Background: an optimization exercise with open tools, aiming at small area. Do not read the settings as production practice.
The RTL was checked by simulation tests, not by an equivalence proof against the original design.
Power figures rest on the tool's default switching activity, not on a simulated workload.

Setup of lane 4:
==> flow/design.v <==
package register_file_pkg;
  localparam int REG_COUNT = 32;
  localparam int ADDR_W = 5;
  typedef enum logic {S_IDLE, S_CLEARING} clr_state_t;
endpackage
module decoder_5_to_32
(
  input  logic [register_file_pkg::ADDR_W-1:0]    addr,
  input  logic                 en,
  output logic [register_file_pkg::REG_COUNT-1:0] sel
);
  always_comb sel = en ? register_file_pkg::REG_COUNT'(1) << addr : '0;
endmodule
module rf_rd_dec
(
  input  logic [register_file_pkg::ADDR_W-1:0]    addr,
  output logic [register_file_pkg::REG_COUNT-1:1] sel
);
  always_comb
    for (int i = 1; i < register_file_pkg::REG_COUNT; i++)
      sel[i] = addr == register_file_pkg::ADDR_W'(i);
endmodule
module rf_row_drv
(
  input  logic sel,
  input  logic rst,
  output logic wr,
  output logic keep
);
  assign wr = sel | rst;
  assign keep = ~(sel | rst);
endmodule
module rf_col_drv
(
  input  logic data,
  input  logic d1,
  input  logic d0,
  output logic d
);
  assign d = data ? d1 : d0;
endmodule
module rf_aoi222
(
  input  logic [2:0] sel,
  input  logic [2:0] d,
  output logic       y_n
);
  assign y_n = ~|(sel & d);
endmodule
module rf_cell_next
(
  input  logic q,
  input  logic wr,
  input  logic keep,
  input  logic d,
  output logic q_next
);
  assign q_next = ~((q | wr) & (keep | d));
endmodule
module register_file
#(
  parameter int N = 32
) (
  input  logic              clk,
  input  logic              rst,
  input  logic              wr_ena,
  input  logic [register_file_pkg::ADDR_W-1:0] wr_addr,
  input  logic [N-1:0]      wr_data,
  input  logic [register_file_pkg::ADDR_W-1:0] rd_addr0,
  output logic [N-1:0]      rd_data0,
  input  logic [register_file_pkg::ADDR_W-1:0] rd_addr1,
  output logic [N-1:0]      rd_data1,
  input  logic              clear,
  output logic              busy
);
  localparam int RC = register_file_pkg::REG_COUNT;
  logic [N-1:0] regs [1:RC-1];
  logic phase;
  logic [register_file_pkg::ADDR_W-1:0] clr_idx;
  logic [RC-1:0] row_sel;
  logic [RC-1:1] rd_sel0, rd_sel1;
  logic [register_file_pkg::ADDR_W-1:0] row_addr;
  logic [N-1:0] row_data;
  logic zero;
  assign busy = |clr_idx;
  always_ff @(posedge clk)
    if (rst) clr_idx <= '0;
    else if (busy || clear) clr_idx <= clr_idx + 5'd1;
  always_ff @(posedge clk) phase <= ~phase;
  assign row_addr = busy ? clr_idx : wr_addr;
  assign zero = rst || busy;
  decoder_5_to_32 u_dec (.addr(row_addr), .en(busy || wr_ena), .sel(row_sel));
  logic col_d1;
  assign col_d1 = ~(phase ^ zero);
  for (genvar b = 0; b < N; b++) begin : g_col
    rf_col_drv u_col (.data(wr_data[b]), .d1(col_d1), .d0(phase), .d(row_data[b]));
  end
  for (genvar i = 1; i < RC; i++) begin : g_row
    logic wr, keep;
    rf_row_drv u_drv (.sel(row_sel[i]), .rst(rst), .wr(wr), .keep(keep));
    for (genvar b = 0; b < N; b++) begin : g_bit
      logic q_next;
      rf_cell_next u_next (.q(regs[i][b]), .wr(wr), .keep(keep), .d(row_data[b]), .q_next(q_next));
      always_ff @(posedge clk) regs[i][b] <= q_next;
    end
  end
  rf_rd_dec u_rd0 (.addr(rd_addr0), .sel(rd_sel0));
  rf_rd_dec u_rd1 (.addr(rd_addr1), .sel(rd_sel1));
  logic ph0, ph1;
  assign ph0 = phase && rd_addr0 != '0;
  assign ph1 = phase && rd_addr1 != '0;
  for (genvar b = 0; b < N; b++) begin : g_bit
    logic [10:0] l0_n, l1_n;
    for (genvar g = 0; g < 10; g++) begin : g_leaf
      rf_aoi222 u_l0 (.sel(rd_sel0[3*g+3:3*g+1]),
                      .d({regs[3*g+3][b], regs[3*g+2][b], regs[3*g+1][b]}), .y_n(l0_n[g]));
      rf_aoi222 u_l1 (.sel(rd_sel1[3*g+3:3*g+1]),
                      .d({regs[3*g+3][b], regs[3*g+2][b], regs[3*g+1][b]}), .y_n(l1_n[g]));
    end
    assign l0_n[10] = ~(rd_sel0[31] & regs[31][b]);
    assign l1_n[10] = ~(rd_sel1[31] & regs[31][b]);
    assign rd_data0[b] = ~&l0_n ^ ph0;
    assign rd_data1[b] = ~&l1_n ^ ph1;
  end
endmodule
clock: 8.0 ns
lec_check: 0
cap_margin: 10
core_margin: 2
core_utilization: 40
cts_buf_list: sky130_fd_sc_hd__clkbuf_16
cts_cluster_diameter: 120
cts_cluster_size: 25
place_density: 0.75
slew_margin: 10
synth_hierarchical: 1
synth_minimum_keep_size: 0
standard.sh (not shown) runs the stock make flow with config.mk's settings and CLKGATE_MAP_FILE= SYNTH_SCRIPT=/design/flow/synth_recipe.tcl, a recipe that flattens the netlist after the stock synthesis.
==> flow/flow/run.sh <==
#!/bin/bash
# Standard layout, with the port buffers made as the smallest buffer cell.
set -euo pipefail
bash standard.sh "BUFFER_PORTS_ARGS=-buffer_cell sky130_fd_sc_hd__buf_1" finish > standard.log 2>&1
Ran to the end and failed final checks on capacitance limit, slew limit: lane 4.
## Diff of input files: lane 1 against lane 4
# lane 4
export LEC_CHECK = 0
export CAP_MARGIN = 10
export CORE_MARGIN = 2
export CORE_UTILIZATION = 40
export CTS_BUF_LIST = sky130_fd_sc_hd__clkbuf_16
export CTS_CLUSTER_DIAMETER = 120
export CTS_CLUSTER_SIZE = 25
export PLACE_DENSITY = 0.75
export SLEW_MARGIN = 10
export SYNTH_HIERARCHICAL = 1
export SYNTH_MINIMUM_KEEP_SIZE = 0
create_clock -name core_clock -period 8.0 [get_ports {clk}]
# lane 1
export LEC_CHECK = 0
export CAP_MARGIN = 20
export CORE_MARGIN = 2
export CORE_UTILIZATION = 40
export CTS_BUF_LIST = sky130_fd_sc_hd__clkbuf_16
export CTS_CLUSTER_DIAMETER = 120
export CTS_CLUSTER_SIZE = 25
export PLACE_DENSITY = 0.7
export SLEW_MARGIN = 20
export SYNTH_HIERARCHICAL = 1
export SYNTH_MINIMUM_KEEP_SIZE = 0
create_clock -name core_clock -period 8.0 [get_ports {clk}]
## What came out
Lane 1: done, clean on timing, DRC and antenna
Status: final net count parity (lane 1, lane 4)
Any difference in proportion of cell area occupied by multi-input gates between lane 1 and lane 4 is small enough to ignore.
Delta(critical path depth, lane 1 - lane 4) < 0
Against lane 4, lane 1 comes in 0.45 points higher on global-route usage.
Minimum period implied by the final worst setup slack in lane 1 is 0.40 ns below lane 4.
Compared with lane 4, lane 1 shows a lower first-pass iteration count of the detailed router.
Compared with lane 4, in lane 1 leakage power summed over all cells saw little to no change, portion of the clock cycle consumed by the worst path in the final layout saw a decrease, final cell count without fillers saw little to no change, wire length of the first global-routing pass saw little to no change.

separate check: timing with driven ports:
The flow's constraints put no driver on any port. The routed layouts listed below were extracted and timed again, unchanged, in two steps. Step 1, drivers: a clkbuf_16 drives clk and a buf_2 each remaining input, both assumed. Step 2 moves the port delays by t, midway between the first and last clock arrival at a register: inputs arrive t later, outputs are due t later. That takes back most of the time a late clock gives input paths. a / b / c = ideal ports / drivers / drivers and shift; a / b = the first two.
run	t (ns)	slack for setup (ns)	hold WS [ns]
lane 4	0.705	0.487 / 0.466 / 0.466	0.469 / 0.469 / 0.469
lane 1	0.712	0.886 / 0.858 / 0.858	0.474 / 0.474 / 0.474
For lane 1, which loses most, drivers alone change the setup slack by -0.028 ns; drivers and shift together by -0.028 ns.
